This is an optimization exercise on Yosys and OpenROAD, whose aim is small area, a short achievable clock period and few clock cycles per item, not a production implementation. The RTL was checked by simulation tests, not by an equivalence proof against the original design. Power is estimated from default activity; no workload was simulated.

==> flow/design.v <==
`timescale 1ns / 1ps
`default_nettype none
package sitrd_pkg;
   localparam int NUM_W      = 32;
   localparam int SYM_W      = 8;
   localparam int RADIX_W    = 5;
   localparam int DIGIT_W    = 4;
   localparam int SYM_COUNT  = 16;
   localparam int COUNT_W    = 6;
   localparam int MAX_DIGITS = 32;
   localparam int MAX_BASE   = 16;
   localparam int CSR_DATA_W = 64;
   localparam int CSR_ADDR_W = 5;
   localparam logic [1:0] REG_RADIX        = 2'd0;
   localparam logic [1:0] REG_SYMBOLS_LOW  = 2'd1;
   localparam logic [1:0] REG_SYMBOLS_HIGH = 2'd2;
   localparam logic [RADIX_W-1:0]    RADIX_RESET        = 5'd10;
   localparam logic [CSR_DATA_W-1:0] SYMBOLS_LOW_RESET  = 64'h3736_3534_3332_3130;
   localparam logic [CSR_DATA_W-1:0] SYMBOLS_HIGH_RESET = 64'h0000_0000_0000_3938;
   localparam logic [SYM_W-1:0] SYM_PLUS  = 8'h2B;
   localparam logic [SYM_W-1:0] SYM_MINUS = 8'h2D;
   typedef struct packed {
      logic load;
      logic mul;
      logic div;
      logic out_sign;
      logic out_digit;
      logic out_error;
   } dp_cmd_type;
   typedef struct packed {
      logic err;
      logic neg;
      logic mag_zero;
      logic count_zero;
      logic count_full;
      logic last_digit;
   } dp_status_type;
endpackage
`default_nettype wire
`timescale 1ns / 1ps
`timescale 1ns / 1ps
`timescale 1ns / 1ps
`default_nettype none
module signed_integer_to_radix_digits_unit #(
   parameter int MAX_BASE = sitrd_pkg::MAX_BASE
) (
   input  wire logic                                  clock,
   input  wire logic                                  reset,
   input  wire logic                                  req_tvalid,
   output logic                                       req_tready,
   input  wire logic signed [sitrd_pkg::NUM_W-1:0]    req_tdata,
   output logic                                       rsp_tvalid,
   input  wire logic                                  rsp_tready,
   output logic [sitrd_pkg::SYM_W-1:0]                rsp_tdata,
   output logic                                       rsp_tlast,
   output logic                                       rsp_tuser,
   input  wire logic                                  csr_psel,
   input  wire logic                                  csr_penable,
   input  wire logic                                  csr_pwrite,
   input  wire logic [sitrd_pkg::CSR_ADDR_W-1:0]      csr_paddr,
   input  wire logic [sitrd_pkg::CSR_DATA_W-1:0]      csr_pwdata,
   output logic [sitrd_pkg::CSR_DATA_W-1:0]           csr_prdata,
   output logic                                       csr_pready
);
   localparam int QW = 42;    
   localparam int CH = 4;     
   logic [4:0]  radix_ff;
   logic [63:0] symbols_low_ff;
   logic [63:0] symbols_high_ff;
   logic        csr_write;
   logic [1:0]  csr_index;
   assign csr_pready = 1'b1;
   assign csr_write  = csr_psel && csr_penable && csr_pwrite;
   assign csr_index  = csr_paddr[4:3];
   always_ff @(posedge clock) begin
      if (reset) begin
         radix_ff        <= sitrd_pkg::RADIX_RESET;
         symbols_low_ff  <= sitrd_pkg::SYMBOLS_LOW_RESET;
         symbols_high_ff <= sitrd_pkg::SYMBOLS_HIGH_RESET;
      end else if (csr_write) begin
         case (csr_index)
            2'd0:    radix_ff        <= csr_pwdata[4:0];
            2'd1:    symbols_low_ff  <= csr_pwdata;
            2'd2:    symbols_high_ff <= csr_pwdata;
            default: ;
         endcase
      end
   end
   always_comb begin
      case (csr_index)
         2'd0:    csr_prdata = {59'd0, radix_ff};
         2'd1:    csr_prdata = symbols_low_ff;
         2'd2:    csr_prdata = symbols_high_ff;
         default: csr_prdata = '0;
      endcase
   end
   logic [7:0] syms [0:15];
   always_comb begin
      for (int k = 0; k < 8; k++) begin
         syms[k]     = symbols_low_ff[k*8 +: 8];
         syms[k + 8] = symbols_high_ff[k*8 +: 8];
      end
   end
   logic [4:0] n;         
   assign n = (radix_ff > 5'd16) ? 5'd16 : radix_ff;
   logic       cfg_pow2;        
   logic [1:0] cfg_wm1;         
   logic [3:0] cfg_k0, cfg_k1;  
   logic       cfg_n0;          
   logic [3:0] cfg_n;           
   always_ff @(posedge clock) begin
      cfg_pow2 <= (n == 5'd2) || (n == 5'd4) || (n == 5'd8) || (n == 5'd16) || (n < 5'd2);
      cfg_wm1  <= (n <= 5'd2) ? 2'd0 : (n <= 5'd4) ? 2'd1 : (n <= 5'd8) ? 2'd2 : 2'd3;
      cfg_k0   <= n[4:1] + {3'd0, n[0]};
      cfg_k1   <= n[4:1];
      cfg_n0   <= n[0];
      cfg_n    <= n[3:0];
   end
   logic       chk_busy;
   logic [3:0] chk_k;
   logic       chk_bad;
   logic       alpha_ok;
   logic [3:0] sym_idx;
   logic [7:0] sym_out;
   logic [15:0] chk_eq;
   logic       chk_hit;
   logic       chk_end;
   assign sym_out = syms[sym_idx];
   always_comb begin
      for (int j = 0; j < 16; j++)
         chk_eq[j] = (syms[j] == sym_out) && (4'(j) > chk_k) && (5'(j) < n);
      chk_hit = (5'(chk_k) < n) &&
                ((sym_out == 8'h00) || (sym_out == sitrd_pkg::SYM_PLUS) ||
                 (sym_out == sitrd_pkg::SYM_MINUS) || (|chk_eq));
      chk_end = (chk_k == 4'd15) || (5'(chk_k) + 5'd1 >= n);
   end
   always_ff @(posedge clock) begin
      if (reset) begin
         chk_busy <= 1'b0;
         chk_k    <= '0;
         chk_bad  <= 1'b0;
         alpha_ok <= 1'b1;
      end else if (csr_write) begin
         chk_busy <= 1'b1;
         chk_k    <= '0;
         chk_bad  <= 1'b0;
      end else if (chk_busy) begin
         chk_k   <= chk_k + 4'd1;
         chk_bad <= chk_bad || chk_hit;
         if (chk_end) begin
            chk_busy <= 1'b0;
            alpha_ok <= !(chk_bad || chk_hit) && (n >= 5'd2);
         end
      end
   end
   localparam int NC = (32 + CH - 1) / CH;    
   localparam int XW = NC * CH;               
   logic [XW-1:0] x_ff;
   logic          neg_c;
   logic          c_busy;
   logic [NC-1:0] top_ff;      
   logic [3:0]    rreg [1:NC-1];
   logic          vreg [1:NC-1];
   logic          zreg [1:NC-1];
   logic [3:0]    rin  [0:NC-1];
   logic          vin  [0:NC-1];
   logic          zin  [0:NC-1];
   logic [3:0]    rout [0:NC-1];
   logic [CH-1:0] qb   [0:NC-1];
   logic [QW-1:0] q_ff, q1_ff;
   logic [5:0]    qcnt_ff, q1cnt;
   logic          q_full, q1_full, q_neg, q1_neg;
   logic          q_to_q1, q1_to_s, q_free, q1_free, o_free;
   always_comb begin
      for (int c = 0; c < NC; c++) begin
         if (top_ff[c] || c == NC - 1) begin
            rin[c] = '0;
            vin[c] = top_ff[c] && c_busy && !cfg_pow2;
            zin[c] = 1'b0;
         end else begin
            rin[c] = rreg[c+1];
            vin[c] = vreg[c+1];
            zin[c] = zreg[c+1];
         end
      end
   end
   always_comb begin
      for (int c = 0; c < NC; c++) begin
         logic [3:0] rr, kk, dd;
         logic       bb, ge;
         rr = rin[c];
         for (int i = CH - 1; i >= 0; i--) begin
            bb = x_ff[c * CH + i];
            kk = bb ? cfg_k1 : cfg_k0;
            ge = (rr >= kk);
            dd = rr - kk;
            qb[c][i] = ge;
            rr = ge ? {dd[2:0], bb ^ cfg_n0} : {rr[2:0], bb};
         end
         rout[c] = rr;
      end
   end
   logic [XW-1:0] x_shr;
   logic [3:0]    pdigit;
   always_comb begin
      case (cfg_wm1)
         2'd0:    begin x_shr = x_ff >> 1; pdigit = {3'd0, x_ff[0]};   end
         2'd1:    begin x_shr = x_ff >> 2; pdigit = {2'd0, x_ff[1:0]}; end
         2'd2:    begin x_shr = x_ff >> 3; pdigit = {1'd0, x_ff[2:0]}; end
         default: begin x_shr = x_ff >> 4; pdigit = x_ff[3:0];         end
      endcase
   end
   logic dvalid;       
   logic last_digit;
   logic stall;
   logic c_finish;
   always_comb begin
      if (cfg_pow2) begin
         dvalid     = c_busy;
         last_digit = (x_shr == '0);
      end else begin
         dvalid     = vin[0];
         last_digit = !zin[0] && ({rin[0], x_ff[CH-1:0]} < (CH+4)'(cfg_n));
      end
   end
   assign stall    = dvalid && !q_free;
   assign c_finish = dvalid && q_free && last_digit;
   assign o_free   = !s_valid || (out_load && s_last);
   assign q1_to_s  = q1_full && o_free && !chk_busy;
   assign q1_free  = !q1_full || q1_to_s;
   assign q_to_q1  = q_full && q1_free;
   assign q_free   = !q_full || q_to_q1;
   assign req_tready = !c_busy || c_finish;
   logic [31:0]   mag32;
   logic [XW-1:0] mag_in;
   logic [NC-1:0] top_in;
   always_comb begin
      mag32  = req_tdata[31] ? (32'd0 - req_tdata) : req_tdata;
      mag_in = XW'(mag32);
      top_in = '0;
      for (int c = NC - 1; c >= 0; c--)
         if (top_in == '0 && (c == 0 || |mag_in[c * CH +: CH])) top_in[c] = 1'b1;
   end
   always_ff @(posedge clock) begin
      if (reset) begin
         c_busy  <= 1'b0;
         q_full  <= 1'b0;
         q1_full <= 1'b0;
      end else begin
         if (req_tvalid && req_tready) c_busy <= 1'b1;
         else if (c_finish)            c_busy <= 1'b0;
         if (c_finish)     q_full <= 1'b1;
         else if (q_to_q1) q_full <= 1'b0;
         if (q_to_q1)      q1_full <= 1'b1;
         else if (q1_to_s) q1_full <= 1'b0;
      end
   end
   always_ff @(posedge clock) begin
      if (req_tvalid && req_tready) begin
         x_ff   <= mag_in;
         top_ff <= top_in;
         neg_c  <= req_tdata[31];
      end else if (c_busy && !stall) begin
         if (cfg_pow2) begin
            x_ff <= x_shr;
         end else begin
            for (int c = 0; c < NC; c++)
               if (vin[c]) x_ff[c * CH +: CH] <= qb[c];
         end
      end
   end
   always_ff @(posedge clock) begin
      for (int c = 1; c < NC; c++) begin
         if (reset || c_finish || (req_tvalid && req_tready)) begin
            vreg[c] <= 1'b0;
         end else if (!stall) begin
            vreg[c] <= vin[c];
            rreg[c] <= rout[c];
            zreg[c] <= zin[c] || (|qb[c]);
         end
      end
   end
   always_ff @(posedge clock) begin
      if (dvalid && q_free) begin
         logic [3:0] d;
         d = cfg_pow2 ? pdigit : rout[0];
         case (cfg_wm1)
            2'd0:    q_ff <= {d[0],   q_ff[QW-1:1]};
            2'd1:    q_ff <= {d[1:0], q_ff[QW-1:2]};
            2'd2:    q_ff <= {d[2:0], q_ff[QW-1:3]};
            default: q_ff <= {d[3:0], q_ff[QW-1:4]};
         endcase
         qcnt_ff <= (q_full ? 6'd0 : qcnt_ff) + 6'd1;
      end else if (q_to_q1) begin
         qcnt_ff <= '0;
      end
      if (reset) qcnt_ff <= '0;
      if (c_finish) q_neg <= neg_c;
      if (q_to_q1) begin
         q1_ff  <= q_ff;
         q1cnt  <= qcnt_ff;
         q1_neg <= q_neg;
      end
   end
   logic [QW-1:0] s_ff;
   logic [5:0]    ocnt;
   logic          osign, oerr, s_valid;
   logic [3:0]    o_digit;
   logic [7:0]    s_byte;
   logic          s_last;
   logic          out_load;
   logic          o_valid;
   logic [7:0]    out_data;
   logic          out_last, out_user;
   always_comb begin
      case (cfg_wm1)
         2'd0:    o_digit = {3'b0, s_ff[QW-1]};
         2'd1:    o_digit = {2'b0, s_ff[QW-1:QW-2]};
         2'd2:    o_digit = {1'b0, s_ff[QW-1:QW-3]};
         default: o_digit = s_ff[QW-1:QW-4];
      endcase
   end
   assign sym_idx  = chk_busy ? chk_k : o_digit;
   assign s_byte   = oerr ? 8'h00 : osign ? sitrd_pkg::SYM_MINUS : sym_out;
   assign s_last   = oerr || (!osign && ocnt == 6'd1);
   assign out_load = s_valid && (!o_valid || rsp_tready);
   assign rsp_tvalid = o_valid;
   assign rsp_tdata  = out_data;
   assign rsp_tlast  = out_last;
   assign rsp_tuser  = out_user;
   always_ff @(posedge clock) begin
      if (reset) begin
         o_valid <= 1'b0;
         s_valid <= 1'b0;
      end else begin
         if (out_load)        o_valid <= 1'b1;
         else if (rsp_tready) o_valid <= 1'b0;
         if (q1_to_s)                 s_valid <= 1'b1;
         else if (out_load && s_last) s_valid <= 1'b0;
      end
   end
   always_ff @(posedge clock) begin
      if (out_load) begin
         out_data <= s_byte;
         out_last <= s_last;
         out_user <= oerr;
      end
      if (q1_to_s) begin
         s_ff  <= q1_ff;
         ocnt  <= q1cnt;
         osign <= q1_neg && alpha_ok;
         oerr  <= !alpha_ok;
      end else if (out_load) begin
         if (osign) begin
            osign <= 1'b0;
         end else begin
            case (cfg_wm1)
               2'd0:    s_ff <= {s_ff[QW-2:0], 1'b0};
               2'd1:    s_ff <= {s_ff[QW-3:0], 2'b0};
               2'd2:    s_ff <= {s_ff[QW-4:0], 3'b0};
               default: s_ff <= {s_ff[QW-5:0], 4'b0};
            endcase
            ocnt <= ocnt - 6'd1;
         end
      end
   end
endmodule
`default_nettype wire
==> flow/run.sh <==
#!/bin/bash
# synth_recipe.tcl (not shown) runs the flow's synth.tcl, then flattens the netlist and writes it again
# the make line also repeats each setting of config.mk as NAME=value (left out here)
make -C /OpenROAD-flow-scripts/flow DESIGN_CONFIG=/design/flow/config.mk WORK_HOME=/design/flow/orfs CLKGATE_MAP_FILE= SYNTH_SCRIPT=/design/flow/synth_recipe.tcl finish
==> flow/config.mk <==
export PLATFORM = sky130hd
export DESIGN_NAME = signed_integer_to_radix_digits_unit
export DESIGN_NICKNAME = signed_integer_to_radix_digits_unit
export VERILOG_FILES = /design/flow/design.v
export SDC_FILE = /design/flow/constraint.sdc
export NUM_CORES = 4
export LEC_CHECK = 0
export CAP_MARGIN = 20
export CORE_MARGIN = 2
export CORE_UTILIZATION = 40
export CTS_BUF_LIST = sky130_fd_sc_hd__clkbuf_4 sky130_fd_sc_hd__clkbuf_8
export SETUP_SLACK_MARGIN = 5
export SLEW_MARGIN = 20
==> flow/constraint.sdc <==
create_clock -name core_clock -period 11.0 [get_ports {clock}]
set_input_delay 2.2000 -clock core_clock [delete_from_list [all_inputs] [get_ports {clock}]]
set_output_delay 2.2000 -clock core_clock [all_outputs]
set_load 0.01 [all_outputs]
==> results of run 1 <==
[metal layers]
metal	vias to the layer above	global-route usage (%)
met4	10	10.21
met5	-	0
met2	1226	40.67
met3	306	6.130
li1	12100	-
met1	12830	36.91
[registers in the layout, indices dropped and copies added, names as in the netlist, 7 cells and up]
signal,cells
top_ff,8
q1_ff,42
out_data,8
symbols_low_ff,64
vreg,7
rreg,28
zreg,7
x_ff,32
symbols_high_ff,64
s_ff,42
q_ff,42
[synth_stat cells, drive strengths merged (33+ instances only)]
cell	count
nor2b	50
xor2	60
nand3b	33
o21ai	105
mux2i	168
inv	101
clkbuf	172
nor3	33
nor2	276
buf	72
nand3	46
mux4	76
a22oi	35
a21oi	255
nand2	456
a22o	69
dfxtp	170
edfxtp	228
a21o	55
ha	148
mux2	80
xnor2	83
[power groups by stage]
stage | Combinational (W) | Clock (W) | Sequential [W]
after global routing | 0.00545 | 0.00174 | 0.00209
after detailed placement | 0.00367 | 0 | 0.00211
after floorplan | 0.00304 | 0 | 0.00193
final | 0.00500 | 0.00165 | 0.00207
after global placement | 0.00363 | 0 | 0.00211
after CTS | 0.00452 | 0.00167 | 0.00206
[how the worst max path moves through the flow]
stage | startpoint | to | slack, ns | cells after the start
final | x_ff[19] | x_ff[16] | 4.75 | 32
after global routing | x_ff[19] | x_ff[16] | 4.49 | 32
after CTS | x_ff[19] | x_ff[16] | 4.76 | 33
after detailed placement | rsp_tready | req_tready | 3.18 | 12
after global placement | rsp_tready | req_tready | 3.21 | 12
after floorplan | rsp_tready | req_tready | 4.61 | 8
[cells by family after synthesis]
kind of cell,Yosys count,synth area share (%)
adders and majority gates,179,8.446
muxes,324,14.68
xor gates and xnor gates,143,4.279
AOI/OAI and AO/OA,755,17.37
and+or+nand+nor,1007,15.37
DFF,398,35.01
other,2,0.02565
buffers and inverters,348,4.813
[stage by stage]
step / worst slack, ns / hold WS (ns) / utilization (%) / power [W] / std cells
global route: 4.487 / 0.4394 / 50.29 / 0.009277 / 4443
global placement: 3.211 / 0.4011 / 44.16 / 0.005732 / 4098
floorplan: 4.605 / 0.4003 / - / 0.004970 / 3156
detailed placement: 3.183 / 0.4097 / 44.16 / 0.005773 / 4098
finish: 4.745 / 0.4202 / 50.29 / 0.008715 / 4443
CTS: 4.758 / 0.4224 / 49.17 / 0.008258 / 4396
[critical path: cells and delay by family, from the launching register on]
kind / cells / cell delay, ns
fa+ha+maj: 8 / 1.98
compound gates: 11 / 1.77
mux: 2 / 0.63
xor+xnor: 3 / 0.55
flops: 1 / 0.50
simple gates: 6 / 0.47
buf+inv: 2 / 0.08
[layout make-up]
class / instances / area (um2)
antenna: 1 / 2.502
clock buffer: 104 / 1306
clock inverter: 33 / 370.4
fill: 6688 / 36150
inverter: 104 / 390.4
multi-input combinational: 2410 / 18820
sequential: 398 / 10270
tap: 959 / 1200
timing repair buffer: 434 / 4203
[what timing repair did]
action,4_1_cts,5_1_grt
pin swaps,118,116
cloned,10,0
endpoints found under the setup margin,134,85
buffers inserted,151,46
resized for setup,158,97
==> results.toml, run 1 <==
[min_path]
hold_path.startpoint = "q_ff[0]"
hold_end = "q1_ff[0]"
whs_path_depth = 0
min_path_type = "reg2reg"

[critical_path]
cp-end-kind = "register"
critical_path_required_ns = 11.38
cp_max_fo = 5
cp-start-kind = "register"
rr_worst_depth = 32
rrSetupSlack_ns = 4.75
cp.arrival_ns = 6.64
reg2reg_to = "x_ff[16]"
crit_path_top_delay_cell = "edfxtp_1"
critical-path-max-stage-delay_ns = 0.50
worstSetupPathType = "reg2reg"
timing.rr.start = "x_ff[19]"
cpMostUsedCell = "a21o_1"

[finish]
design_area_um2 = 36570
layout.cells.most_common = "nand2_1"
layout-drive-gt1-share_pct = 21.96
nNetsFinal = 3709
area_growth_pct = 24.91
final_cell_mix = "448 x nand2_1, 250 x nor2_1, 228 x edfxtp_1"

[die]
die_y_um = 274.5
coreArea_um2 = 72710
die-area_um2 = 75360
initial_core_util_pct = 40.26
pin_count = 185
rows = 99
die_w_um = 274.5

[drt]
wl_met1_um = 44110
met2WireLength_um = 45760
drt_iter0_markers = 2724
drt_wl_total_um = 103200
drc = 0
viasPerCell = 5.958
topRoutingLayerUsed = "met5"
route.detailed.wl_per_inst_um = 23.22
firstDrtPassIters = 8
num_vias = 26470
ant_nets = 0
routed-wl-met3_um = 9165

[power]
switching_share_pct = 39.00
internal_power_w = 0.005316
clockPowerShare_pct = 18.9
peakVddDrop_mv = 0.3740
p_seq_share_pct = 23.8
p_comb_share_pct = 57.3
leakage_nw = 14.29
p_switching_w = 0.003399
p_per_area_nw_per_um2 = 238.3

[cts]
clk_latency_ns = 0.70
clkTransAtPathRegs_ns = 0.05
clockRootBuffer = "clkbuf_8"
cts_tree = "yes"
htreeDepth = 3
cts_sinks = 398
cts_hold_buf = 0
cts_buffers = 74
clock_path_buffers = 3

[placement]
postPlaceCellArea_um2 = 32110
port_buffers = 180
gp_congestion = 1.032
dp_hpwl_um = 66430

[synth]
yosysUniqueCellTypes = 94
syn_avg_cell_area_um2 = 9.275
synth_ff_type = "edfxtp_1"
syn_area_um2 = 29270
synth-edff-count = 228
yosysSeqAreaShare_pct = 35.01
synthCells = 3156
yosys_warnings = 10
synth_fp_nets = 3443
synth_largest_area_cell = "edfxtp_1"
synth_top_cell_area_share_pct = 23.39
synthArstFlopShare_pct = 0
synth_seq_cells = 398
synthTopCellsByArea = "edfxtp_1 23%, dfxtp_1 12%, ha_1 6.3%"

[timing]
fin_skew_ns = 0.05347
min_period_over_period_pct = 56.86
worst_pin_slew_ns = 1.182
rsz0062_at_grt = "yes"
fmax_mhz = 159.9
period_minus_slack_ns = 6.255
slew_headroom_pct = 20.74
slew_violations = 0
hold_violations = 0
setup-tns-final_ns = 0
setup_violations = 0

[global_route]
grt_pass1_vias = 25260
grt_max_degree = 87
grt_first_pass_wirelength_um = 155500
overflow = 0
antenna_found_initial = 7
gr-usage-all-layers_pct = 26.74

[flow_run]
max_cap_viol_count = 0

[status]
status = "no timing/DRC/antenna violations"
Testbench counts, summed over its fixed seeds: cycles 44,716, items 4,800.
==> run 2: changes to the inputs <==
--- a/flow/design.v
+++ b/flow/design.v
@@ -108,6 +108,7 @@
    logic [3:0] cfg_k0, cfg_k1;  
    logic       cfg_n0;          
    logic [3:0] cfg_n;           
+   logic [4:0] cfg_negn;        
    always_ff @(posedge clock) begin
       cfg_pow2 <= (n == 5'd2) || (n == 5'd4) || (n == 5'd8) || (n == 5'd16) || (n < 5'd2);
       cfg_wm1  <= (n <= 5'd2) ? 2'd0 : (n <= 5'd4) ? 2'd1 : (n <= 5'd8) ? 2'd2 : 2'd3;
@@ -115,6 +116,7 @@
       cfg_k1   <= n[4:1];
       cfg_n0   <= n[0];
       cfg_n    <= n[3:0];
+      cfg_negn <= 5'd0 - n;
    end
    logic       chk_busy;
    logic [3:0] chk_k;
@@ -186,16 +188,13 @@
    end
    always_comb begin
       for (int c = 0; c < NC; c++) begin
-         logic [3:0] rr, kk, dd;
-         logic       bb, ge;
+         logic [3:0] rr;
+         logic [5:0] sm;
          rr = rin[c];
          for (int i = CH - 1; i >= 0; i--) begin
-            bb = x_ff[c * CH + i];
-            kk = bb ? cfg_k1 : cfg_k0;
-            ge = (rr >= kk);
-            dd = rr - kk;
-            qb[c][i] = ge;
-            rr = ge ? {dd[2:0], bb ^ cfg_n0} : {rr[2:0], bb};
+            sm = {1'b0, rr, x_ff[c * CH + i]} + {1'b0, cfg_negn};
+            qb[c][i] = sm[5];
+            rr = sm[5] ? sm[3:0] : {rr[2:0], x_ff[c * CH + i]};
          end
          rout[c] = rr;
       end
==> run 2 against run 1 <==
Effect of this change:
- first-iteration DRC count is 0.99% higher
- area after synthesis down 3.7%
- global-route usage rose by 0.54 points
- cell area fell by 1.6%
- still clean on timing, DRC and antenna
- routed wire length rose by 1.4%
- sequential power hardly changed
- final cell count fell by 1.8%
- largest cell class unchanged
- count of clock-buffer cells in the layout fell by 3
==> results.toml, run 2 <==
[status]
status = "no timing/DRC/antenna violations"

[die]
die_y_um = 269.5
coreArea_um2 = 69910
die-area_um2 = 72640
pin_count = 185
initial_core_util_pct = 40.34
die_w_um = 269.5
rows = 97

[placement]
postPlaceCellArea_um2 = 31080
gp_congestion = 0.9752
dp.cells = 4005
port_buffers = 180
dp_hpwl_um = 66530

[timing]
hold_violations = 0
fmax_mhz = 151.3
setup-tns-final_ns = 0
hold_ws_ns = 0.4244
rsz0062_at_grt = "yes"
period_minus_slack_ns = 6.610
slew_violations = 0
min_period_over_period_pct = 60.09
fin_skew_ns = 0.04015
slew_headroom_pct = 27.00
worst_pin_slew_ns = 1.088
setup_violations = 0

[drt]
route.detailed.wl_per_inst_um = 23.97
drc = 0
firstDrtPassIters = 5
viasPerCell = 5.910
drt_iter0_markers = 2751
num_vias = 25800
drt_wl_total_um = 104600
ant_nets = 0

[global_route]
overflow = 0
grt_max_degree = 89
gr-usage-all-layers_pct = 27.29
antenna_found_initial = 1
grt_pass1_vias = 25000
grt_first_pass_wirelength_um = 153500

[cts]
htreeDepth = 3
clkTransAtPathRegs_ns = 0.06
clockRootBuffer = "clkbuf_8"
cts_sinks = 397
clk_latency_ns = 0.68
clock_path_buffers = 3
cts_buffers = 72
cts_tree = "yes"

[critical_path]
crit_path_top_delay_cell = "edfxtp_1"
cp.depth = 36
cp_max_fo = 5
cpLargestDelayFamily = "compound AO/OA/AOI/OAI gates"
crit_buf_inv = 4
cpMostUsedCell = "a21oi_2"
cp-end-kind = "register"
worstSetupPathType = "reg2reg"
critical-path-max-stage-delay_ns = 0.45
critical_path_required_ns = 11.42
cp.arrival_ns = 7.03
rr_worst_depth = 36
cp-start-kind = "register"

[synth]
synthSimpleGateAreaFrac_pct = 15.89
syn_area_um2 = 28200
yosysUniqueCellTypes = 96
synth_fp_nets = 3332
synthCells = 3017
synth_top_family_by_area = "compound AO/OA/AOI/OAI gates"
synth_ff_type = "edfxtp_1"
syn_avg_cell_area_um2 = 9.347
synthAdderAreaFrac_pct = 10.02
synthMostInstantiatedCell = "nand2_1"
synthTopCellsByArea = "edfxtp_1 24%, dfxtp_1 12%, ha_1 7.9%"
synthArstFlopShare_pct = 0
synth-compound-area-share_pct = 16.30
synth.area.mux_share_pct = 11.33
synth_seq_cells = 397
yosys_warnings = 10
synth_largest_area_cell = "edfxtp_1"
synth_common_cells = "424 x nand2_1, 282 x a21oi_1, 245 x nor2_1"
synth_xor_area_share_pct = 5.963
yosysSeqAreaShare_pct = 36.27
synth-edff-count = 228
synth_top_cell_area_share_pct = 24.28

[finish]
multiInputGateArea_um2 = 18160
nNetsFinal = 3686
regArea_um2 = 10250
area_growth_pct = 27.62
reg.largest.list = "symbols_high_ff (64), symbols_low_ff (64)"
layout-drive-gt1-share_pct = 21.94
stdcell_count = 4365
fillCellCount = 6412
design_area_um2 = 35990
layout.cells.most_common = "nand2_1"
final_cell_mix = "423 x nand2_1, 243 x nor2_1, 228 x edfxtp_1"

[power]
peakVddDrop_mv = 0.6624
clockPowerShare_pct = 14.4
p_comb_share_pct = 65.8
power_w = 0.01046
internal_power_w = 0.006313
leakage_nw = 14.35
switching_share_pct = 39.64
p_per_area_nw_per_um2 = 290.6
p_seq_share_pct = 19.7
p_switching_w = 0.004145

[min_path]
min_path_type = "reg2reg"
whs_path_depth = 0

[flow_run]
max_cap_viol_count = 0
==> run 2: changes by cell type after synthesis, sizes merged, moves of 29 or more <==
cell	delta
nand2	-31
ha	+29
clkbuf	-49
nor2	-30
mux2i	-60
==> run 2: worst reg2reg max path: cells and delay by family (launching register included) <==
| kind | cells | cell delay, ns |
|---|---|---|
| flops | 1 | 0.45 |
| buf+inv | 4 | 0.38 |
| simple gates | 4 | 0.26 |
| mux | 3 | 0.87 |
| fa+ha+maj | 5 | 1.25 |
| compound gates | 20 | 3.15 |
==> run 2: power by group through the flow <==
| stage | Combinational, W | Sequential, W | Clock, W |
|---|---|---|---|
| 3_5_place_dp | 0.00441 | 0.00208 | 0 |
| 3_3_place_gp | 0.00422 | 0.00208 | 0 |
| 6_report | 0.00689 | 0.00206 | 0.00151 |
| 2_1_floorplan | 0.00349 | 0.00203 | 0 |
| 4_1_cts | 0.00569 | 0.00205 | 0.00154 |
| 5_1_grt | 0.00743 | 0.00207 | 0.00160 |
==> run 2: through the flow <==
stage,setup slack (ns),util [%]
4_1_cts,4.520,49.71
2_1_floorplan,4.311,-
6_report,4.390,51.48
3_5_place_dp,3.239,44.46
3_3_place_gp,3.429,44.46
5_1_grt,4.123,51.48
==> run 2: final timing paths <==
check | startpoint | to | slack, ns
max | x_ff[3] | q_ff[40] | 4.39
min reg2reg | q_ff[0] | q1_ff[0] | 0.42
min | q_ff[0] | q1_ff[0] | 0.42
max reg2reg | x_ff[3] | q_ff[40] | 4.39
==> run 2: routing by layer <==
metal  GRT usage, %  share of wire, %
met4          11.39               4.5
met5              0                 0
met2          45.14                47
met1          35.38                42
met3          4.515               6.2
==> run 2: cell families after synthesis <==
kind of cell | count (synthesis)
other | 2
adder cells (fa/ha/maj) | 208
AO/OA/AOI/OAI | 716
buffers and inverters | 295
flip-flops | 397
multiplexers | 230
XOR/XNOR | 192
AND/OR/NAND/NOR | 977
==> run 2: area by class of cell <==
cell class              count  share of cell area (%)
diodes                      2                 0.01391
repair buffers            454                   12.27
well taps                 940                   3.268
multi-input cells        2325                   50.47
clock inverters            25                  0.6223
flip-flops and latches    397                   28.49
inverters                 121                   1.290
clock buffers             101                   3.584
==> run 2: what timing repair did <==
action	4_1_cts	5_1_grt
resized for setup	165	130
hold buffers	0	0
pin swaps	79	150
hold endpoints to repair	0	0
gates cloned	9	2
setup endpoints to repair	115	86
setup buffers	148	72
Testbench counts of run 2, summed over its fixed seeds: cycles 44,716, items 4,800.
==> run 3: changes to the inputs <==
--- a/flow/design.v
+++ b/flow/design.v
@@ -188,13 +188,19 @@
    end
    always_comb begin
       for (int c = 0; c < NC; c++) begin
-         logic [3:0] rr;
-         logic [5:0] sm;
+         logic [3:0] rr, kk;
+         logic [2:0] dm;
+         logic       bb, ge, bw0, bw1;
          rr = rin[c];
          for (int i = CH - 1; i >= 0; i--) begin
-            sm = {1'b0, rr, x_ff[c * CH + i]} + {1'b0, cfg_negn};
-            qb[c][i] = sm[5];
-            rr = sm[5] ? sm[3:0] : {rr[2:0], x_ff[c * CH + i]};
+            bb  = x_ff[c * CH + i];
+            kk  = bb ? cfg_k1 : cfg_k0;
+            ge  = (rr[3] & ~kk[3]) | (~(rr[3] ^ kk[3]) & ((rr[2] & ~kk[2]) | (~(rr[2] ^ kk[2]) & ((rr[1] & ~kk[1]) | (~(rr[1] ^ kk[1]) & (rr[0] | ~kk[0]))))));
+            bw0 = ~rr[0] & kk[0];
+            bw1 = (~rr[1] & kk[1]) | (~(rr[1] ^ kk[1]) & bw0);
+            dm  = {rr[2] ^ kk[2] ^ bw1, rr[1] ^ kk[1] ^ bw0, rr[0] ^ kk[0]};
+            qb[c][i] = ge;
+            rr = ge ? {dm, bb ^ cfg_n0} : {rr[2:0], bb};
          end
          rout[c] = rr;
       end
==> run 3 against run 2 <==
Effect of this change:
- first-iteration DRC count up 7.9%
- count of clock-buffer cells in the layout grew 22
- maximum frequency rose by 6.0%
- worst setup slack improved by 0.38 ns
- combinational power shrank 43%
- global-route usage grew 2.3 points
- clock power rose by 5%
==> results.toml, run 3 <==
[status]
status = "no timing/DRC/antenna violations"

[timing]
fmax_mhz = 160.4
setup-tns-final_ns = 0
worst_pin_slew_ns = 1.121
slew_violations = 0
setup_violations = 0
fin_skew_ns = 0.05450
min_period_over_period_pct = 56.67
rsz0062_at_grt = "yes"
hold_violations = 0
slew_headroom_pct = 25.26
period_minus_slack_ns = 6.233

[synth]
synth_ff_type = "edfxtp_1"
synthArstFlopShare_pct = 0
yosys_warnings = 10
synth_common_cells = "390 x nand2_1, 267 x nor2_1, 228 x edfxtp_1"
synth_top_cell_area_share_pct = 23.92
synth_largest_area_cell = "edfxtp_1"
synth_seq_cells = 398
synthCells = 3056
syn_area_um2 = 28620
syn_avg_cell_area_um2 = 9.365
yosysUniqueCellTypes = 82
synthMostInstantiatedCell = "nand2_1"
synth_fp_nets = 3313
synth-edff-count = 228
synthTopCellsByArea = "edfxtp_1 24%, dfxtp_1 12%, mux2i_1 6.7%"
yosysSeqAreaShare_pct = 35.82

[cts]
htreeDepth = 3
cts_sinks = 398
clkTransAtPathRegs_ns = 0.07
cts_buffers = 76
clock_path_buffers = 3
cts_tree = "yes"
clk_latency_ns = 0.72
clockRootBuffer = "clkbuf_8"

[finish]
final_cell_mix = "385 x nand2_1, 260 x nor2_1, 228 x edfxtp_1"
stdcell_count = 4254
fin_util_pct = 48.95
fillCellCount = 6650
area_growth_pct = 21.65
nNetsFinal = 3497
reg.largest.list = "symbols_high_ff (64), symbols_low_ff (64)"
layout-drive-gt1-share_pct = 19.24
layout.cells.most_common = "nand2_1"
design_area_um2 = 34810

[die]
die_w_um = 271.5
initial_core_util_pct = 40.24
die-area_um2 = 73700
pin_count = 185
coreArea_um2 = 71120
die_y_um = 271.5
rows = 98

[min_path]
min_path_type = "reg2reg"
hold_path.startpoint = "q_ff[0]"
hold_end = "q1_ff[0]"
whs_path_depth = 0

[critical_path]
crit_start = "x_ff[3]"
cp-end-kind = "register"
worstSetupPathType = "reg2reg"
crit_path_top_delay_cell = "mux4_2"
rr_worst_depth = 32
cp.arrival_ns = 6.65
rrSetupSlack_ns = 4.77
critical_path_required_ns = 11.41
critical-path-max-stage-delay_ns = 0.47
cp-start-kind = "register"
cp_max_fo = 5
cpMostUsedCell = "fa_2"
reg2reg_to = "q_ff[40]"
timing.rr.start = "x_ff[3]"

[drt]
drt_iter0_markers = 2967
drc = 0
route.detailed.wl_per_inst_um = 26.57
firstDrtPassIters = 7
ant_nets = 0
drt_wl_total_um = 113000
num_vias = 26300
viasPerCell = 6.182

[flow_run]
max_cap_viol_count = 0

[placement]
postPlaceCellArea_um2 = 31300
dp.cells = 3983
port_buffers = 180
gp_congestion = 1.002
dp_hpwl_um = 75230

[power]
p_comb_share_pct = 52.2
p_per_area_nw_per_um2 = 217.5
peakVddDrop_mv = 0.2801
internal_power_w = 0.004696
clockPowerShare_pct = 21.0
switching_share_pct = 37.98
p_switching_w = 0.002876
leakage_nw = 13.40
p_seq_share_pct = 26.8

[global_route]
grt_max_degree = 86
antenna_found_initial = 3
overflow = 0
grt_pass1_vias = 25680
gr-usage-all-layers_pct = 29.61
grt_first_pass_wirelength_um = 166400
## run 3: cell types whose count changed after synthesis, sizes merged, moves of 35 or more
cell,delta
ha,-59
mux2i,+83
mux2,+40
a21oi,-64
nand2,-35
inv,-52
clkbuf,+89
xnor2,-66
## run 3: how the worst max path moves through the flow
stage | end | slack (ns) | cells past startpoint
4_1_cts | q_ff[40] | 4.76 | 29
5_1_grt | q_ff[40] | 4.51 | 32
6_report | q_ff[40] | 4.77 | 32
2_1_floorplan | req_tready | 4.47 | 9
3_3_place_gp | req_tready | 2.76 | 9
3_5_place_dp | req_tready | 2.66 | 9
## run 3: cells by family after synthesis
group,Yosys count,synth area share (%)
and+or+nand+nor,987,15.84
AOI/OAI and AO/OA,704,16.65
DFF,398,35.82
muxes,357,15.93
buffers and inverters,330,4.451
adders and majority gates,149,7.327
xor gates and xnor gates,130,3.978
other,1,0.01310
## run 3: layout make-up
type	count	area, um2	area share [%]
Antenna cell	4	10.01	0.02875
Clock buffer	123	1493	4.288
Clock inverter	15	135.1	0.3881
Inverter	70	267.8	0.7691
Multi-Input combinational cell	2330	17850	51.26
Sequential cell	398	10270	29.51
Tap cell	950	1189	3.414
Timing Repair Buffer	364	3602	10.35
## run 3: what timing repair did
item | CTS | global route
buffers inserted | 88 | 31
hold buffers | 0 | 0
resized for setup | 85 | 92
endpoints found under the setup margin | 165 | 102
pin swaps | 29 | 41
cloned | 10 | 0
## run 3: power by group through the flow
stage                     Combinational [W]  Sequential [W]  Clock [W]
final                               0.00395         0.00203    0.00159
after detailed placement            0.00308         0.00206          0
after global placement              0.00297         0.00206          0
after global routing                0.00427         0.00204    0.00168
after CTS                           0.00353         0.00202    0.00162
after floorplan                     0.00258         0.00190          0
## run 3: stage by stage
| step | setup WS, ns | total power [W] | hold WS [ns] |
|---|---|---|---|
| finish | 4.767 | 0.007571 | 0.4246 |
| global placement | 2.760 | 0.005025 | 0.4268 |
| CTS | 4.756 | 0.007164 | 0.4246 |
| global route | 4.511 | 0.007998 | 0.4153 |
| floorplan | 4.467 | 0.004480 | 0.4003 |
| detailed placement | 2.658 | 0.005141 | 0.4225 |
## run 3: worst max-delay path, delay by kind of cell, from the launching register on
kind                     cells  cell delay [ns]
AND/OR/NAND/NOR              9             0.95
AO/OA/AOI/OAI                7             1.02
adder cells (fa/ha/maj)      8             2.10
multiplexers                 2             0.71
flip-flops                   1             0.45
XOR/XNOR                     3             0.50
buffers and inverters        3             0.21
## run 3: per-layer routing
metal  track usage (%)  wire length [um]  vias up
li1                  -                 -    11610
met1             40.92             48930    13120
met2             45.30             49860     1276
met3             7.112             10000      290
met4             10.11              4221        2
met5                 0                11        -
Testbench counts of run 3, summed over its fixed seeds: cycles 44,716, items 4,800.
==> run 4: changes to the inputs <==
--- a/flow/design.v
+++ b/flow/design.v
@@ -63,7 +63,6 @@
    output logic                                       csr_pready
 );
    localparam int QW = 42;    
-   localparam int CH = 4;     
    logic [4:0]  radix_ff;
    logic [63:0] symbols_low_ff;
    logic [63:0] symbols_high_ff;
@@ -108,7 +107,6 @@
    logic [3:0] cfg_k0, cfg_k1;  
    logic       cfg_n0;          
    logic [3:0] cfg_n;           
-   logic [4:0] cfg_negn;        
    always_ff @(posedge clock) begin
       cfg_pow2 <= (n == 5'd2) || (n == 5'd4) || (n == 5'd8) || (n == 5'd16) || (n < 5'd2);
       cfg_wm1  <= (n <= 5'd2) ? 2'd0 : (n <= 5'd4) ? 2'd1 : (n <= 5'd8) ? 2'd2 : 2'd3;
@@ -116,7 +114,6 @@
       cfg_k1   <= n[4:1];
       cfg_n0   <= n[0];
       cfg_n    <= n[3:0];
-      cfg_negn <= 5'd0 - n;
    end
    logic       chk_busy;
    logic [3:0] chk_k;
@@ -155,8 +152,8 @@
          end
       end
    end
-   localparam int NC = (32 + CH - 1) / CH;    
-   localparam int XW = NC * CH;               
+   localparam int NC = 8;     
+   localparam int XW = 32;
    logic [XW-1:0] x_ff;
    logic          neg_c;
    logic          c_busy;
@@ -168,7 +165,7 @@
    logic          vin  [0:NC-1];
    logic          zin  [0:NC-1];
    logic [3:0]    rout [0:NC-1];
-   logic [CH-1:0] qb   [0:NC-1];
+   logic [4:0]    qb   [0:NC-1];
    logic [QW-1:0] q_ff, q1_ff;
    logic [5:0]    qcnt_ff, q1cnt;
    logic          q_full, q1_full, q_neg, q1_neg;
@@ -188,19 +185,17 @@
    end
    always_comb begin
       for (int c = 0; c < NC; c++) begin
-         logic [3:0] rr, kk;
-         logic [2:0] dm;
-         logic       bb, ge, bw0, bw1;
+         logic [3:0] rr, kk, dd;
+         logic       bb, ge;
          rr = rin[c];
-         for (int i = CH - 1; i >= 0; i--) begin
-            bb  = x_ff[c * CH + i];
-            kk  = bb ? cfg_k1 : cfg_k0;
-            ge  = (rr[3] & ~kk[3]) | (~(rr[3] ^ kk[3]) & ((rr[2] & ~kk[2]) | (~(rr[2] ^ kk[2]) & ((rr[1] & ~kk[1]) | (~(rr[1] ^ kk[1]) & (rr[0] | ~kk[0]))))));
-            bw0 = ~rr[0] & kk[0];
-            bw1 = (~rr[1] & kk[1]) | (~(rr[1] ^ kk[1]) & bw0);
-            dm  = {rr[2] ^ kk[2] ^ bw1, rr[1] ^ kk[1] ^ bw0, rr[0] ^ kk[0]};
+         qb[c] = '0;
+         for (int i = 4; i >= 0; i--) if (i < ((c == 0) ? 3 : (c == NC - 1) ? 5 : 4)) begin
+            bb = x_ff[((c == 0) ? 0 : 4 * c - 1) + i];
+            kk = bb ? cfg_k1 : cfg_k0;
+            ge = (rr >= kk);
+            dd = rr - kk;
             qb[c][i] = ge;
-            rr = ge ? {dm, bb ^ cfg_n0} : {rr[2:0], bb};
+            rr = ge ? {dd[2:0], bb ^ cfg_n0} : {rr[2:0], bb};
          end
          rout[c] = rr;
       end
@@ -225,7 +220,7 @@
          last_digit = (x_shr == '0);
       end else begin
          dvalid     = vin[0];
-         last_digit = !zin[0] && ({rin[0], x_ff[CH-1:0]} < (CH+4)'(cfg_n));
+         last_digit = !zin[0] && ({rin[0], x_ff[2:0]} < 7'(cfg_n));
       end
    end
    assign stall    = dvalid && !q_free;
@@ -244,7 +239,7 @@
       mag_in = XW'(mag32);
       top_in = '0;
       for (int c = NC - 1; c >= 0; c--)
-         if (top_in == '0 && (c == 0 || |mag_in[c * CH +: CH])) top_in[c] = 1'b1;
+         if (top_in == '0 && (c == 0 || |(mag_in >> ((c == 0) ? 0 : 4 * c - 1)))) top_in[c] = 1'b1;
    end
    always_ff @(posedge clock) begin
       if (reset) begin
@@ -270,7 +265,8 @@
             x_ff <= x_shr;
          end else begin
             for (int c = 0; c < NC; c++)
-               if (vin[c]) x_ff[c * CH +: CH] <= qb[c];
+               for (int i = 0; i < 5; i++)
+                  if (i < ((c == 0) ? 3 : (c == NC - 1) ? 5 : 4) && vin[c]) x_ff[((c == 0) ? 0 : 4 * c - 1) + i] <= qb[c][i];
          end
       end
    end
--- a/flow/config.mk
+++ b/flow/config.mk
@@ -8,6 +8,5 @@
 export CAP_MARGIN = 20
 export CORE_MARGIN = 2
 export CORE_UTILIZATION = 40
-export CTS_BUF_LIST = sky130_fd_sc_hd__clkbuf_4 sky130_fd_sc_hd__clkbuf_8
 export SETUP_SLACK_MARGIN = 5
 export SLEW_MARGIN = 20
==> run 4 against run 3 <==
Effect of this change:
- final cell count is 1.2% higher
- largest power group unchanged
- critical endpoint is now zreg[7]
- core utilization is 1.1 points higher
- first-iteration DRC count down 20%
- critical path type unchanged
- die area is 1.7% higher
- clock power decreased by 4%
- sequential power hardly changed
- largest cell class unchanged
- routed wire length is 14% lower
==> results.toml, run 4 <==
[status]
status = "no timing/DRC/antenna violations"

[placement]
dp_hpwl_um = 63580
place_ws_ns = 3.611
gp_congestion = 0.9749
port_buffers = 180
postPlaceCellArea_um2 = 31790

[synth]
yosysSeqAreaShare_pct = 35.21
synthMostInstantiatedCell = "nand2_1"
synth_top_cell_area_share_pct = 23.52
synth_ff_type = "edfxtp_1"
syn_area_um2 = 29110
synth_fp_nets = 3364
synth-edff-count = 228
synthCells = 3077
synth_largest_area_cell = "edfxtp_1"
yosys_warnings = 10
synthTopCellsByArea = "edfxtp_1 24%, dfxtp_1 12%, mux2i_1 6.5%"
synth_common_cells = "448 x nand2_1, 228 x edfxtp_1, 219 x nor2_1"
synth_seq_cells = 398
yosysUniqueCellTypes = 95
synthArstFlopShare_pct = 0
syn_avg_cell_area_um2 = 9.461

[timing]
layout_setup_ws_ns = 4.439
period_minus_slack_ns = 6.561
setup-tns-final_ns = 0
hold_ws_ns = 0.4263
worst_pin_slew_ns = 1.204
setup_violations = 0
fmax_mhz = 152.4
min_period_over_period_pct = 59.65
slew_violations = 0
hold_violations = 0
rsz0062_at_grt = "yes"
slew_headroom_pct = 19.70
fin_skew_ns = 0.03353

[critical_path]
worstSetupPathType = "reg2reg"
cp_max_fo = 7
cp.arrival_ns = 6.84
cp-start-kind = "register"
cp-end-kind = "register"
critical_path_required_ns = 11.28
cpMostUsedCell = "a21o_1"
critical-path-max-stage-delay_ns = 0.47
cpLargestDelayFamily = "adder cells"
rrSetupSlack_ns = 4.44
rr_worst_depth = 34
crit_buf_inv = 2
crit_path_top_delay_cell = "edfxtp_1"
reg2reg_to = "zreg[7]"
timing.rr.start = "x_ff[31]"

[drt]
ant_nets = 0
drt_iter0_markers = 2378
firstDrtPassIters = 5
viasPerCell = 5.910
num_vias = 25430
drc = 0
route.detailed.wl_per_inst_um = 22.66
drt_wl_total_um = 97510

[cts]
clockRootBuffer = "clkbuf_16"
clkTransAtPathRegs_ns = 0.06
cts_buffers = 46
cts_sinks = 398
clock_path_buffers = 3
clk_latency_ns = 0.60
cts_tree = "yes"
htreeDepth = 2

[finish]
layout.cells.most_common = "nand2_1"
regArea_um2 = 10270
area_growth_pct = 23.24
n_antenna_cell = 0
design_area_um2 = 35880
fillCellCount = 6515
multiInputGateArea_um2 = 18510
final_cell_mix = "440 x nand2_1, 228 x edfxtp_1, 218 x nor2_1"
layout-drive-gt1-share_pct = 20.40
nNetsFinal = 3605
reg.largest.list = "symbols_high_ff (64), symbols_low_ff (64)"

[min_path]
hold_path.startpoint = "neg_c"
hold_end = "q_neg"
whs_path_depth = 0
min_path_type = "reg2reg"

[power]
p_per_area_nw_per_um2 = 237.6
peakVddDrop_mv = 0.5017
leakage_nw = 13.99

[die]
die_y_um = 273.8
pin_count = 185
rows = 98
coreArea_um2 = 71730
initial_core_util_pct = 40.59
die-area_um2 = 74960
die_w_um = 273.8

[global_route]
grt_pass1_vias = 25010
overflow = 0
grt_max_degree = 86
gr-usage-all-layers_pct = 25.13
antenna_found_initial = 1
grt_first_pass_wirelength_um = 147800

[flow_run]
max_cap_viol_count = 0
[run 4: changes by cell type after synthesis, sizes merged, moves of 28 or more]
cell / previous run / this run
a21o: 27 / 57
clkbuf: 212 / 166
ha: 118 / 148
mux2: 97 / 69
nand2: 390 / 449
nor2: 268 / 222
xnor2: 45 / 136
[run 4: area by class of cell]
cell class                 instances  area share [%]
tap                              950           3.313
clock buffer                      63           3.745
multi-input combinational       2349           51.59
clock inverter                    20          0.3697
timing repair buffer             429           11.38
sequential                       398           28.61
inverter                          94          0.9974
[run 4: worst max-delay path by stage]
stage	startpoint	end	slack [ns]	cells after the start
global route	x_ff[31]	zreg[7]	4.22	34
global placement	cfg_n[2]	zreg[7]	3.71	35
finish	x_ff[31]	zreg[7]	4.44	34
floorplan	x_ff[31]	x_ff[27]	4.91	35
detailed placement	cfg_n[2]	zreg[7]	3.61	34
CTS	x_ff[31]	zreg[7]	4.48	34
[run 4: worst register-to-register path, delay by kind of cell (launching register included)]
family,cells,cell delay (ns)
and+or+nand+nor,9,0.89
buffers and inverters,2,0.11
AOI/OAI and AO/OA,10,1.73
adders and majority gates,8,1.86
muxes,2,0.65
DFF,1,0.47
xor gates and xnor gates,3,0.53
[run 4: logic make-up (layout without fill, tap and decap cells)]
kind of cell | count (synthesis) | count (layout) | share of synthesized area (%)
DFF | 398 | 398 | 35.21
muxes | 333 | 333 | 15.01
buffers and inverters | 330 | 606 | 4.745
adders and majority gates | 179 | 179 | 8.492
xor gates and xnor gates | 208 | 208 | 6.257
and+or+nand+nor | 994 | 994 | 15.83
other | 2 | 2 | 0.02580
AOI/OAI and AO/OA | 633 | 633 | 14.43
[run 4: per-layer routing]
layer  routed length (um)  track usage (%)  vias to the layer above
met3                 6483            3.298                      211
met2                46130            41.15                     1016
li1                     -                -                    11580
met4                 3579            9.376                        2
met5                   17                0                        -
met1                41300            33.84                    12620
[run 4: through the flow]
step                total power (W)  instances  util (%)
global route               0.009025       4303     50.02
detailed placement         0.005694       4010     44.31
global placement           0.005566       4010     44.31
floorplan                  0.004889       3077         -
finish                     0.008525       4303     50.02
CTS                        0.008051       4255     49.01
[run 4: repair_timing]
| action | 4_1_cts | 5_1_grt |
|---|---|---|
| endpoints found under the hold margin | 0 | 0 |
| hold buffers | 0 | 0 |
| setup buffers | 156 | 46 |
| setup endpoints to repair | 114 | 81 |
| gates resized for setup | 157 | 85 |
| cloned | 6 | 2 |
| pin swaps | 127 | 112 |
[run 4: power breakdown]
| part | switching [W] | leakage (nW) | internal [W] | total (W) |
|---|---|---|---|---|
| sequential | 0.000206 | 3.47 | 0.00186 | 0.00206 |
| clock | 0.000655 | 0.732 | 0.000860 | 0.00152 |
| combinational | 0.00247 | 9.79 | 0.00248 | 0.00495 |
Testbench counts of run 4, summed over its fixed seeds: cycles 45,109, items 4,800.
==> run 5: changes to the inputs <==
--- a/flow/design.v
+++ b/flow/design.v
@@ -152,7 +152,7 @@
          end
       end
    end
-   localparam int NC = 8;     
+   localparam int NC = 9;     
    localparam int XW = 32;
    logic [XW-1:0] x_ff;
    logic          neg_c;
@@ -189,7 +189,7 @@
          logic       bb, ge;
          rr = rin[c];
          qb[c] = '0;
-         for (int i = 4; i >= 0; i--) if (i < ((c == 0) ? 3 : (c == NC - 1) ? 5 : 4)) begin
+         for (int i = 4; i >= 0; i--) if (i < ((c == 0) ? 3 : (c == NC - 1) ? 1 : 4)) begin
             bb = x_ff[((c == 0) ? 0 : 4 * c - 1) + i];
             kk = bb ? cfg_k1 : cfg_k0;
             ge = (rr >= kk);
@@ -230,7 +230,7 @@
    assign q1_free  = !q1_full || q1_to_s;
    assign q_to_q1  = q_full && q1_free;
    assign q_free   = !q_full || q_to_q1;
-   assign req_tready = !c_busy || c_finish;
+   assign req_tready = !c_busy || (dvalid && last_digit && !q_full);
    logic [31:0]   mag32;
    logic [XW-1:0] mag_in;
    logic [NC-1:0] top_in;
@@ -266,7 +266,7 @@
          end else begin
             for (int c = 0; c < NC; c++)
                for (int i = 0; i < 5; i++)
-                  if (i < ((c == 0) ? 3 : (c == NC - 1) ? 5 : 4) && vin[c]) x_ff[((c == 0) ? 0 : 4 * c - 1) + i] <= qb[c][i];
+                  if (i < ((c == 0) ? 3 : (c == NC - 1) ? 1 : 4) && vin[c]) x_ff[((c == 0) ? 0 : 4 * c - 1) + i] <= qb[c][i];
          end
       end
    end
==> run 5 against run 4 <==
Effect of this change:
- non-clock buffer count up 36
- area after synthesis increased by 3.3%
- sequential power hardly changed
- power grew 5.0%
- register-to-register slack gained 0.39 ns
- synthesized cell count up 3.7%
- sequential share of layout area fell by 0.87 points
- via count is 8.6% higher
- final cell count rose by 3.7%
- die area up 3.2%
- first-iteration DRC count is 30% higher
- combinational power grew 7.5%
- critical endpoint is now rreg[5][0]
- largest cell class unchanged
==> results.toml, run 5 <==
[status]
status = "no timing/DRC/antenna violations"

[finish]
layout.cells.most_common = "nand2_1"
layout-drive-gt1-share_pct = 22.57
fin_util_pct = 50.68
area_growth_pct = 25.51
fillCellCount = 6728
nNetsFinal = 3741
reg.largest.list = "symbols_high_ff (64), symbols_low_ff (64)"
final_cell_mix = "415 x nand2_1, 234 x edfxtp_1, 233 x nor2_1"

[synth]
synth_top_cell_area_share_pct = 23.37
synth_largest_area_cell = "edfxtp_1"
yosysUniqueCellTypes = 94
synth_fp_nets = 3478
yosys_warnings = 18
synth_seq_cells = 405
synth_ff_type = "edfxtp_1"
synthMostInstantiatedCell = "nand2_1"
synthTopCellsByArea = "edfxtp_1 23%, dfxtp_1 11%, mux4_2 6.2%"
synth_common_cells = "428 x nand2_1, 243 x nor2_1, 234 x edfxtp_1"
yosysSeqAreaShare_pct = 34.76
synth-edff-count = 234
syn_avg_cell_area_um2 = 9.421
synthCells = 3191
synthArstFlopShare_pct = 0
syn_area_um2 = 30060

[placement]
port_buffers = 180
gp_congestion = 1.027
dp_hpwl_um = 67070
place_ws_ns = 3.904

[timing]
min_period_over_period_pct = 56.12
worst_pin_slew_ns = 1.193
hold_ws_ns = 0.4269
fin_skew_ns = 0.04745
slew_violations = 0
period_minus_slack_ns = 6.173
setup-tns-final_ns = 0
layout_setup_ws_ns = 4.827
hold_violations = 0
setup_violations = 0
fmax_mhz = 162.0
slew_headroom_pct = 20.48
rsz0062_at_grt = "yes"

[flow_run]
max_cap_viol_count = 0

[cts]
cts_sinks = 405
clockRootBuffer = "clkbuf_16"
htreeDepth = 2
clk_latency_ns = 0.61
clkTransAtPathRegs_ns = 0.06
clock_path_buffers = 3
cts_tree = "yes"
cts_buffers = 47

[drt]
met2WireLength_um = 49490
route.detailed.wl_per_inst_um = 24.32
firstDrtPassIters = 6
wl_met1_um = 43630
drt_wl_total_um = 108500
drc = 0
drt_iter0_markers = 3081
viasPerCell = 6.193
topRoutingLayerUsed = "met5"
ant_nets = 0
num_vias = 27630
routed-wl-met3_um = 9873

[critical_path]
critical_path_required_ns = 11.32
cp-start-kind = "register"
cp_max_fo = 5
crit_path_top_delay_cell = "dfxtp_4"
worstSetupPathType = "reg2reg"
cp.arrival_ns = 6.49
critical-path-max-stage-delay_ns = 0.37
cp-end-kind = "register"
cpMostUsedCell = "a21o_1"

[die]
coreArea_um2 = 74450
pin_count = 185
initial_core_util_pct = 40.38
die_y_um = 278.1
rows = 100
die-area_um2 = 77360
die_w_um = 278.1

[power]
p_per_area_nw_per_um2 = 237.2
peakVddDrop_mv = 0.3581
leakage_nw = 14.71

[global_route]
grt_pass1_vias = 26350
overflow = 0
grt_max_degree = 79
antenna_found_initial = 3
gr-usage-all-layers_pct = 26.62
grt_first_pass_wirelength_um = 161300

[min_path]
min_path_type = "reg2reg"
run 5: cell types whose count changed in the layout (fill, tap and decap cells not counted), sizes merged, moves of 21 or more:
cell / before / now
a22oi: 7 / 53
buf: 245 / 278
mux2: 69 / 93
nand2: 449 / 428
nor2: 222 / 245
xnor2: 136 / 53
xor2: 72 / 50
run 5: path summary, 6_finish.rpt:
| path | start | end | slack, ns | depth (start not counted) |
|---|---|---|---|---|
| worst max-delay path | cfg_n[1] | rreg[5][0] | 4.83 | 34 |
| worst min-delay path | q_ff[0] | q1_ff[0] | 0.43 | 0 |
| worst max register to register | cfg_n[1] | rreg[5][0] | 4.83 | 34 |
| worst min register to register | q_ff[0] | q1_ff[0] | 0.43 | 0 |
run 5: kinds of logic after synthesis:
| family | share of synthesized area, % |
|---|---|
| AO/OA/AOI/OAI | 18.14 |
| buffers and inverters | 4.940 |
| AND/OR/NAND/NOR | 15.42 |
| adder cells (fa/ha/maj) | 8.224 |
| flip-flops | 34.76 |
| XOR/XNOR | 3.001 |
| other | 0.02498 |
| multiplexers | 15.49 |
run 5: per-stage QoR:
step	instances	instance area (um2)	power, W
2_1_floorplan	3191	30400	0.004849
3_3_place_gp	4138	32780	0.005605
3_5_place_dp	4138	32780	0.005649
4_1_cts	4397	36620	0.008145
5_1_grt	4460	37730	0.009432
6_report	4461	37730	0.008950
run 5: power breakdown:
group / internal [W] / leakage, nW / switching [W]
Sequential: 0.00187 / 3.54 / 0.000207
Combinational: 0.00271 / 10.4 / 0.00261
Clock: 0.000893 / 0.728 / 0.000659
run 5: timing repair:
action,4_1_cts,5_1_grt
hold buffers,0,0
gates resized for setup,201,129
pin swaps,127,105
cloned,9,3
buffers inserted,164,60
endpoints found under the setup margin,137,76
run 5: final cells by class:
cell class,count,area (um2),share of cell area [%]
Antenna cell,1,2.502,0.006632
Clock buffer,66,1335,3.538
Clock inverter,20,157.7,0.4178
Inverter,114,440.4,1.167
Multi-Input combinational cell,2421,19540,51.78
Sequential cell,405,10470,27.74
Tap cell,969,1212,3.213
Timing Repair Buffer,465,4578,12.13
run 5: layer usage:
layer	vias up	GRT usage, %
met5	-	0
met4	4	11.38
met3	390	5.759
met2	1436	42.92
met1	13460	34.46
li1	12340	-
run 5: critical path: cells and delay by family, from the launching register on:
kind	cells	cell delay [ns]
xor+xnor	3	0.49
fa+ha+maj	7	1.87
compound gates	11	2.10
simple gates	7	0.49
buf+inv	5	0.42
flops	1	0.37
mux	1	0.16
Testbench counts of run 5, summed over its fixed seeds: cycles 45,341, items 4,800.
==> run 6: changes to the inputs <==
--- a/flow/design.v
+++ b/flow/design.v
@@ -200,6 +200,16 @@
          rout[c] = rr;
       end
    end
+   logic [NC-1:0] qnz;
+   always_comb begin
+      for (int c = 0; c < NC; c++) begin
+         logic [8:0] v;
+         v = 9'(rin[c]);
+         for (int i = 4; i >= 0; i--)
+            if (i < ((c == 0) ? 3 : (c == NC - 1) ? 1 : 4)) v = {v[7:0], x_ff[((c == 0) ? 0 : 4 * c - 1) + i]};
+         qnz[c] = (v >= 9'(cfg_n));
+      end
+   end
    logic [XW-1:0] x_shr;
    logic [3:0]    pdigit;
    always_comb begin
@@ -277,7 +287,7 @@
          end else if (!stall) begin
             vreg[c] <= vin[c];
             rreg[c] <= rout[c];
-            zreg[c] <= zin[c] || (|qb[c]);
+            zreg[c] <= zin[c] || qnz[c];
          end
       end
    end
==> run 6 against run 5 <==
Effect of this change:
- area after synthesis is 0.64% higher
- cell area is 0.85% lower
- largest power group unchanged
- first-iteration DRC count down 9.1%
- count of clock-buffer cells in the layout shrank 1
- maximum frequency is 2.4% lower
==> results.toml, run 6 <==
[timing]
slew_violations = 0
worst_pin_slew_ns = 1.133
hold_ws_ns = 0.4164
setup_violations = 0
fin_skew_ns = 0.02993
fmax_mhz = 158.1
min_period_over_period_pct = 57.50
slew_headroom_pct = 24.40
setup-tns-final_ns = 0
period_minus_slack_ns = 6.326
hold_violations = 0
rsz0062_at_grt = "yes"

[cts]
cts_hold_buf = 0
cts_tree = "yes"
clock_path_buffers = 3
cts_buffers = 48
clockRootBuffer = "clkbuf_16"
clk_latency_ns = 0.61
cts_sinks = 405
htreeDepth = 2
clkTransAtPathRegs_ns = 0.06

[die]
die_y_um = 279.0
initial_core_util_pct = 40.50
rows = 100
pin_count = 185
die_w_um = 279.0
die-area_um2 = 77850
coreArea_um2 = 74700

[status]
status = "no timing/DRC/antenna violations"

[power]
leakage_nw = 14.94
p_per_area_nw_per_um2 = 251.7
power_w = 0.009416
peakVddDrop_mv = 0.5171

[placement]
port_buffers = 180
postPlaceCellArea_um2 = 33100
dp_hpwl_um = 66530
gp_congestion = 1.013
dp.cells = 4142

[drt]
viasPerCell = 5.983
firstDrtPassIters = 9
route.detailed.wl_per_inst_um = 23.22
drc = 0
drt_wl_total_um = 103100
num_vias = 26570
drt_iter0_markers = 2802
ant_nets = 0

[global_route]
met2_usage_pct = 40.16
grtUsageMet1_pct = 35.58
grt_first_pass_wirelength_um = 156100
gr-usage-all-layers_pct = 25.72
grt_pass1_vias = 25100
antenna_found_initial = 2
grt_max_degree = 79
gr-usage-met3_pct = 4.903
grt-busiest-layer = "met2"
overflow = 0

[synth]
synth_fp_nets = 3503
synthMostInstantiatedCell = "nand2_1"
syn_area_um2 = 30250
synthArstFlopShare_pct = 0
syn_avg_cell_area_um2 = 9.493
synth_ff_type = "edfxtp_1"
synth_largest_area_cell = "edfxtp_1"
yosys_warnings = 18
synthCells = 3187
yosysSeqAreaShare_pct = 34.54
synth_seq_cells = 405
synth_common_cells = "436 x nand2_1, 234 x edfxtp_1, 223 x mux2i_1"
synth_top_cell_area_share_pct = 23.23
yosysUniqueCellTypes = 95
synth-edff-count = 234
synthTopCellsByArea = "edfxtp_1 23%, dfxtp_1 11%, mux2i_1 7.4%"

[finish]
layout.cells.most_common = "nand2_1"
n_antenna_cell = 0
stdcell_count = 4441
final_cell_mix = "431 x nand2_1, 234 x edfxtp_1, 210 x nor2_1"
layout-drive-gt1-share_pct = 20.68
area_growth_pct = 23.66
fillCellCount = 6841
design_area_um2 = 37410
reg.largest.list = "symbols_high_ff (64), symbols_low_ff (64)"
nNetsFinal = 3750

[critical_path]
worstSetupPathType = "reg2reg"
cpMostUsedCell = "a21o_1"
critical_path_required_ns = 11.34
cp.arrival_ns = 6.66
cp_max_fo = 5
critical-path-max-stage-delay_ns = 0.47
crit_path_top_delay_cell = "edfxtp_1"
cp-start-kind = "register"
cp-end-kind = "register"

[flow_run]
max_cap_viol_count = 0

[min_path]
min_path_type = "reg2reg"
-- run 6: where the power goes --
group | switching (W) | internal, W | total (W)
clock | 0.000675 | 0.00106 | 0.00174
sequential | 0.000231 | 0.00192 | 0.00215
combinational | 0.00261 | 0.00292 | 0.00552
-- run 6: cells by family (layout without fill, tap and decap cells) --
logic type | Yosys count | count (layout) | synth area share [%]
buffers and inverters | 350 | 634 | 4.549
xor gates and xnor gates | 139 | 139 | 4.024
DFF | 405 | 405 | 34.54
AOI/OAI and AO/OA | 702 | 702 | 15.62
muxes | 389 | 389 | 16.53
and+or+nand+nor | 992 | 993 | 15.33
adders and majority gates | 208 | 208 | 9.371
other | 2 | 2 | 0.02482
-- run 6: per-layer routing --
metal | wire (um) | vias up
li1 | - | 12140
met1 | 43930 | 12970
met2 | 46130 | 1209
met3 | 9001 | 256
met4 | 4051 | 2
met5 | 10 | -
-- run 6: worst max-delay path, delay by kind of cell (launching register included) --
| kind | cells | cell delay, ns |
|---|---|---|
| xor gates and xnor gates | 3 | 0.61 |
| adders and majority gates | 8 | 2.09 |
| muxes | 2 | 0.64 |
| buffers and inverters | 3 | 0.24 |
| DFF | 1 | 0.47 |
| AOI/OAI and AO/OA | 10 | 1.62 |
| and+or+nand+nor | 5 | 0.40 |
-- run 6: layout make-up --
type / instances / area, um2 / area share [%]
clock inverter: 23 / 337.8 / 0.9029
tap: 969 / 1212 / 3.241
timing repair buffer: 434 / 4115 / 11.00
inverter: 112 / 426.7 / 1.140
sequential: 405 / 10470 / 27.97
multi-input combinational: 2433 / 19460 / 52.00
clock buffer: 65 / 1400 / 3.742
-- run 6: timing repair --
action | in CTS | in global routing
resized for setup | 127 | 105
pin swaps | 100 | 104
cloned | 5 | 1
setup buffers | 127 | 78
endpoints found under the setup margin | 105 | 71
-- run 6: per-stage QoR --
step / worst slack, ns / utilization [%]
CTS: 4.730 / 48.71
global route: 4.426 / 50.09
global placement: 3.489 / 44.31
finish: 4.675 / 50.09
detailed placement: 3.514 / 44.31
floorplan: 4.876 / -
-- run 6: path summary, 6_finish.rpt --
kind	from	endpoint	slack, ns	depth (start not counted)
max	x_ff[10]	rreg[2][2]	4.67	31
min	q_neg	q1_neg	0.42	0
max reg2reg	x_ff[10]	rreg[2][2]	4.67	31
min reg2reg	q_neg	q1_neg	0.42	0
Testbench counts of run 6, summed over its fixed seeds: cycles 45,341, items 4,800.

[port drivers added, routing unchanged]
The flow's constraints put no driver on any port. The routed layouts listed below were extracted and timed again, unchanged, in two steps.
Step 1 sets driving cells, clkbuf_16 on the clock port and buf_2 on the other inputs (assumed; they add their load-dependent delay and slew).
Step 2 moves the port delays by t, midway between the first and last clock arrival at a register: inputs arrive t later, outputs are due t later. That takes back most of the time a late clock gives input paths.
Three values: ideal ports, drivers, drivers and shift; two values: the first two.
run	shift t [ns]	slack for setup (ns)	clock arrival spread, ns
run 1	0.734	4.745 / 4.745 / 4.562	0.060 / 0.059
run 2	0.723	4.390 / 4.390 / 4.390	0.043 / 0.042
run 3	0.756	4.767 / 4.767 / 4.521	0.054 / 0.055
run 4	0.652	4.439 / 4.439 / 4.439	0.034 / 0.034
run 5	0.649	4.827 / 4.827 / 4.827	0.049 / 0.049
run 6	0.657	4.675 / 4.675 / 4.597	0.030 / 0.031
After both steps every run listed still meets setup and hold. The setup slack of run 3, which loses most, moves by 0.000 ns with the drivers and by -0.246 ns with both steps.
